Context: an optimization exercise on an open-source flow, tuned for small area, a short achievable clock period and few clock cycles per item. The choices shown serve that exercise and are no tape-out recipe. In this exercise RTL edits were held to simulation tests only and were not proved equivalent to the original.

==> module bitmap_shape_rasterizer, before the edit <==
module bitmap_shape_rasterizer #(
  parameter int CANVAS_ROWS = 32,
  parameter int CANVAS_COLS = 64
) (
  input  logic              clk,
  input  logic              rst,
  input  logic              cmd_valid,
  output logic              cmd_ready,
  input  logic [2:0]        cmd_func,
  input  logic signed [7:0] cmd_pos_x,
  input  logic signed [7:0] cmd_pos_y,
  input  logic signed [7:0] cmd_end_x,
  input  logic signed [7:0] cmd_end_y,
  input  logic [6:0]        cmd_size_w,
  input  logic [6:0]        cmd_size_h,
  input  logic [6:0]        cmd_radius,
  output logic              rsp_valid,
  input  logic              rsp_ready,
  output logic [4:0]        rsp_row_index,
  output logic [63:0]       rsp_row_bits
);
  localparam int ROW_AW = (CANVAS_ROWS > 1) ? $clog2(CANVAS_ROWS) : 1;
  localparam logic [2:0] S_IDLE  = 3'd0;
  localparam logic [2:0] S_CPREP = 3'd1;
  localparam logic [2:0] S_CDY   = 3'd2;
  localparam logic [2:0] S_CBIS  = 3'd3;
  localparam logic [2:0] S_CWR   = 3'd4;
  localparam logic [2:0] S_FWR   = 3'd5;
  localparam logic [2:0] S_RSP   = 3'd6;
  localparam logic [2:0] S_ROUT  = 3'd7;
  logic [2:0]              state;
  logic [ROW_AW-1:0]       row;
  bsr_pkg::cmd_t           cmd_q;
  logic [13:0]             radsq;
  logic signed [16:0]      tval;
  logic [6:0]              k;
  logic [2:0]              bitn;
  logic [CANVAS_ROWS-1:0]  valid;
  logic                    out_valid;
  logic [4:0]              out_index;
  logic [63:0]             out_bits;
  bsr_pkg::cmd_t           cmd_in;
  bsr_pkg::coord_t         r_c;
  bsr_pkg::coord_t         dy;
  logic [7:0]              dy_abs;
  logic [6:0]              cand;
  logic [7:0]              sq_op;
  logic [15:0]             sq;
  logic                    last_row;
  logic                    read_ok;
  logic                    out_free;
  logic [ROW_AW-1:0]       raddr;
  logic                    we;
  logic [CANVAS_COLS-1:0]  rdata;
  logic [CANVAS_COLS-1:0]  row_data;
  logic [CANVAS_COLS-1:0]  wdata;
  logic [bsr_pkg::ROW_BITS-1:0] mask;
  logic [6:0]              row_ext;
  bsr_pkg::span_t          span;
  assign cmd_in.func   = cmd_func;
  assign cmd_in.pos_x  = cmd_pos_x;
  assign cmd_in.pos_y  = cmd_pos_y;
  assign cmd_in.end_x  = cmd_end_x;
  assign cmd_in.end_y  = cmd_end_y;
  assign cmd_in.size_w = cmd_size_w;
  assign cmd_in.size_h = cmd_size_h;
  assign cmd_in.radius = cmd_radius;
  assign cmd_ready = (state == S_IDLE);
  assign rsp_valid     = out_valid;
  assign rsp_row_index = out_index;
  assign rsp_row_bits  = out_bits;
  assign r_c      = bsr_pkg::coord_t'(row);
  assign dy       = r_c - bsr_pkg::coord_t'($signed(cmd_q.pos_y));
  assign dy_abs   = dy[10] ? 8'(-dy) : 8'(dy);
  assign cand     = k | (7'd1 << bitn);
  assign last_row = (row == ROW_AW'(CANVAS_ROWS - 1));
  assign read_ok  = !cmd_pos_y[7] && (cmd_pos_y[6:0] < 7'(CANVAS_ROWS));
  assign out_free = !out_valid || rsp_ready;
  assign row_ext  = 7'(row);
  always_comb begin
    case (state)
      S_CPREP: sq_op = {1'b0, cmd_q.radius};
      S_CDY:   sq_op = dy_abs;
      S_CBIS:  sq_op = {1'b0, cand};
      default: sq_op = '0;
    endcase
  end
  assign sq = sq_op * sq_op;
  always_comb begin
    case (state)
      S_FWR:                          raddr = last_row ? '0 : row + ROW_AW'(1);
      S_CDY, S_CBIS, S_CWR, S_RSP, S_ROUT: raddr = row;
      default:                        raddr = '0;
    endcase
  end
  assign we       = (state == S_FWR) || (state == S_CWR);
  assign row_data = valid[row] ? rdata : '0;
  assign mask     = bsr_pkg::range_mask(span.lo0, span.hi0)
                  | bsr_pkg::range_mask(span.lo1, span.hi1);
  assign wdata    = row_data | mask[CANVAS_COLS-1:0];
  bsr_span u_span (
    .cmd     (cmd_q),
    .r       (r_c),
    .circ_k  (k),
    .circ_on (!tval[16]),
    .span    (span)
  );
  bsr_ram #(
    .WIDTH (CANVAS_COLS),
    .DEPTH (CANVAS_ROWS)
  ) u_ram (
    .clk   (clk),
    .we    (we),
    .waddr (row),
    .wdata (wdata),
    .raddr (raddr),
    .rdata (rdata)
  );
  always_ff @(posedge clk) begin
    if (rst) begin
      state     <= S_IDLE;
      valid     <= '0;
      out_valid <= 1'b0;
    end else begin
      if (state == S_ROUT && out_free) begin
        out_valid <= 1'b1;
      end else if (rsp_ready) begin
        out_valid <= 1'b0;
      end
      if (we) begin
        valid[row] <= 1'b1;
      end
      unique case (state)
        S_IDLE: begin
          if (cmd_valid) begin
            cmd_q <= cmd_in;
            row   <= '0;
            unique case (cmd_func)
              bsr_pkg::FUNC_CLEAR: valid <= '0;
              bsr_pkg::FUNC_RECT, bsr_pkg::FUNC_LINE, bsr_pkg::FUNC_TRI: state <= S_FWR;
              bsr_pkg::FUNC_CIRC: state <= S_CPREP;
              bsr_pkg::FUNC_READ: begin
                if (read_ok) begin
                  row   <= ROW_AW'(cmd_pos_y[6:0]);
                  state <= S_RSP;
                end
              end
              default: begin
              end
            endcase
          end
        end
        S_CPREP: begin
          radsq <= sq[13:0];
          state <= S_CDY;
        end
        S_CDY: begin
          tval  <= $signed({3'b000, radsq}) - $signed({1'b0, sq});
          k     <= '0;
          bitn  <= 3'd6;
          state <= S_CBIS;
        end
        S_CBIS: begin
          if (!tval[16] && $signed({1'b0, sq}) <= tval) begin
            k <= cand;
          end
          if (bitn == 3'd0) begin
            state <= S_CWR;
          end else begin
            bitn <= bitn - 3'd1;
          end
        end
        S_CWR: begin
          if (last_row) begin
            state <= S_IDLE;
          end else begin
            row   <= row + ROW_AW'(1);
            state <= S_CDY;
          end
        end
        S_FWR: begin
          if (last_row) begin
            state <= S_IDLE;
          end else begin
            row <= row + ROW_AW'(1);
          end
        end
        S_RSP: state <= S_ROUT;
        S_ROUT: begin
          if (out_free) begin
            out_index <= row_ext[4:0];
            out_bits  <= 64'(row_data);
            state     <= S_IDLE;
          end
        end
        default: state <= S_IDLE;
      endcase
    end
  end
endmodule
export LEC_CHECK = 0
export CAP_MARGIN = 20
export CORE_MARGIN = 2
export CORE_UTILIZATION = 40
export SLEW_MARGIN = 20
create_clock -name core_clock -period 10.0 [get_ports {clk}]
run.sh (not shown) runs the stock make flow with config.mk's settings and CLKGATE_MAP_FILE= SYNTH_SCRIPT=/design/flow/synth_recipe.tcl, a recipe that flattens the netlist after the stock synthesis.
Testbench counts at the start, summed over its fixed seeds: cycles 170,999, items 3,136.
Next try:
--- a/flow/design.v
+++ b/flow/design.v
@@ -176,10 +176,14 @@
   logic [CANVAS_COLS-1:0]  row_data;
   logic [CANVAS_COLS-1:0]  wdata;
   logic [bsr_pkg::ROW_BITS-1:0] mask;
   logic [6:0]              row_ext;
   bsr_pkg::span_t          span;
+  logic [ROW_AW-1:0]       row_hi;
+  logic signed [10:0]      in_lo, in_hi;
+  logic [ROW_AW-1:0]       in_lo_c, in_hi_c;
+  logic                    in_hit;
   assign cmd_in.func   = cmd_func;
   assign cmd_in.pos_x  = cmd_pos_x;
   assign cmd_in.pos_y  = cmd_pos_y;
   assign cmd_in.end_x  = cmd_end_x;
   assign cmd_in.end_y  = cmd_end_y;
@@ -192,11 +196,11 @@
   assign rsp_row_bits  = out_bits;
   assign r_c      = bsr_pkg::coord_t'(row);
   assign dy       = r_c - bsr_pkg::coord_t'($signed(cmd_q.pos_y));
   assign dy_abs   = dy[10] ? 8'(-dy) : 8'(dy);
   assign cand     = k | (7'd1 << bitn);
-  assign last_row = (row == ROW_AW'(CANVAS_ROWS - 1));
+  assign last_row = (row == row_hi);
   assign read_ok  = !cmd_pos_y[7] && (cmd_pos_y[6:0] < 7'(CANVAS_ROWS));
   assign out_free = !out_valid || rsp_ready;
   assign row_ext  = 7'(row);
   always_comb begin
     case (state)
@@ -209,11 +213,11 @@
   assign sq = sq_op * sq_op;
   always_comb begin
     case (state)
       S_FWR:                          raddr = last_row ? '0 : row + ROW_AW'(1);
       S_CDY, S_CBIS, S_CWR, S_RSP, S_ROUT: raddr = row;
-      default:                        raddr = '0;
+      default:                        raddr = in_lo_c;
     endcase
   end
   assign we       = (state == S_FWR) || (state == S_CWR);
   assign row_data = valid[row] ? rdata : '0;
   assign mask     = bsr_pkg::range_mask(span.lo0, span.hi0)
@@ -235,10 +239,35 @@
     .waddr (row),
     .wdata (wdata),
     .raddr (raddr),
     .rdata (rdata)
   );
+  always_comb begin
+    bsr_pkg::coord_t py, ey, h, r;
+    py = bsr_pkg::coord_t'($signed(cmd_pos_y));
+    ey = bsr_pkg::coord_t'($signed(cmd_end_y));
+    h  = bsr_pkg::coord_t'(cmd_size_h);
+    r  = bsr_pkg::coord_t'(cmd_radius);
+    in_lo = py;
+    in_hi = py + h - 11'sd1;
+    case (cmd_func)
+      bsr_pkg::FUNC_LINE: begin
+        if (cmd_end_y == cmd_pos_y) in_hi = py;
+        else if (cmd_end_x == cmd_pos_x) in_hi = ey;
+        else in_hi = py - 11'sd1;
+      end
+      bsr_pkg::FUNC_CIRC: begin
+        in_lo = py - r;
+        in_hi = py + r;
+      end
+      default: ;
+    endcase
+    if (cmd_func == bsr_pkg::FUNC_RECT && cmd_size_w == '0) in_hi = py - 11'sd1;
+    in_lo_c = (in_lo < 0) ? '0 : ROW_AW'(in_lo);
+    in_hi_c = (in_hi > 11'sd31) ? ROW_AW'(31) : ROW_AW'(in_hi);
+    in_hit  = (in_lo <= in_hi) && (in_hi >= 0) && (in_lo <= 11'sd31);
+  end
   always_ff @(posedge clk) begin
     if (rst) begin
       state     <= S_IDLE;
       valid     <= '0;
       out_valid <= 1'b0;
@@ -252,16 +281,17 @@
         valid[row] <= 1'b1;
       end
       unique case (state)
         S_IDLE: begin
           if (cmd_valid) begin
-            cmd_q <= cmd_in;
-            row   <= '0;
+            cmd_q  <= cmd_in;
+            row    <= in_lo_c;
+            row_hi <= in_hi_c;
             unique case (cmd_func)
               bsr_pkg::FUNC_CLEAR: valid <= '0;
-              bsr_pkg::FUNC_RECT, bsr_pkg::FUNC_LINE, bsr_pkg::FUNC_TRI: state <= S_FWR;
-              bsr_pkg::FUNC_CIRC: state <= S_CPREP;
+              bsr_pkg::FUNC_RECT, bsr_pkg::FUNC_LINE, bsr_pkg::FUNC_TRI: if (in_hit) state <= S_FWR;
+              bsr_pkg::FUNC_CIRC: if (in_hit) state <= S_CPREP;
               bsr_pkg::FUNC_READ: begin
                 if (read_ok) begin
                   row   <= ROW_AW'(cmd_pos_y[6:0]);
                   state <= S_RSP;
                 end
The new run completed with no timing, DRC or antenna violations.
Hold slack improves by 7.1 ps.
Core utilization is higher by 0.15 points.
Setup slack degrades by 210 ps.
Fmax is lower by 2.3%.
Clock-buffer cell count is higher by 11.
Die area is higher by about 2.6%.
Wire length is higher by 4.0%.
Testbench counts after the change, summed over its fixed seeds: cycles 45,240, items 3,136.

==> re-timing with driven ports <==
How much do the figures lean on ideal ports? The routed layouts below were timed once more, with nothing changed but the port constraints.
Step 1, drivers: a clkbuf_16 drives clk and a buf_2 each remaining input, both assumed.
Step 2 times the ports against the registers' clock, not the clock port: input delays grow and output delays shrink by t, the midpoint of the rising clock arrivals with the driver on.
a / b / c = ideal ports / drivers / drivers and shift; a / b = the first two.
run	shift t [ns]	setup slack, ns	hold WS [ns]	latest minus earliest clock arrival (ns)	pins driven straight from the clock port
the first run	0.963	0.932 / 0.932 / 0.932	0.462 / 0.462 / 0.462	0.105 / 0.106	1
the second run	0.978	0.718 / 0.718 / 0.718	0.469 / 0.469 / 0.469	0.122 / 0.122	1
After both steps setup and hold are still met in every run listed.
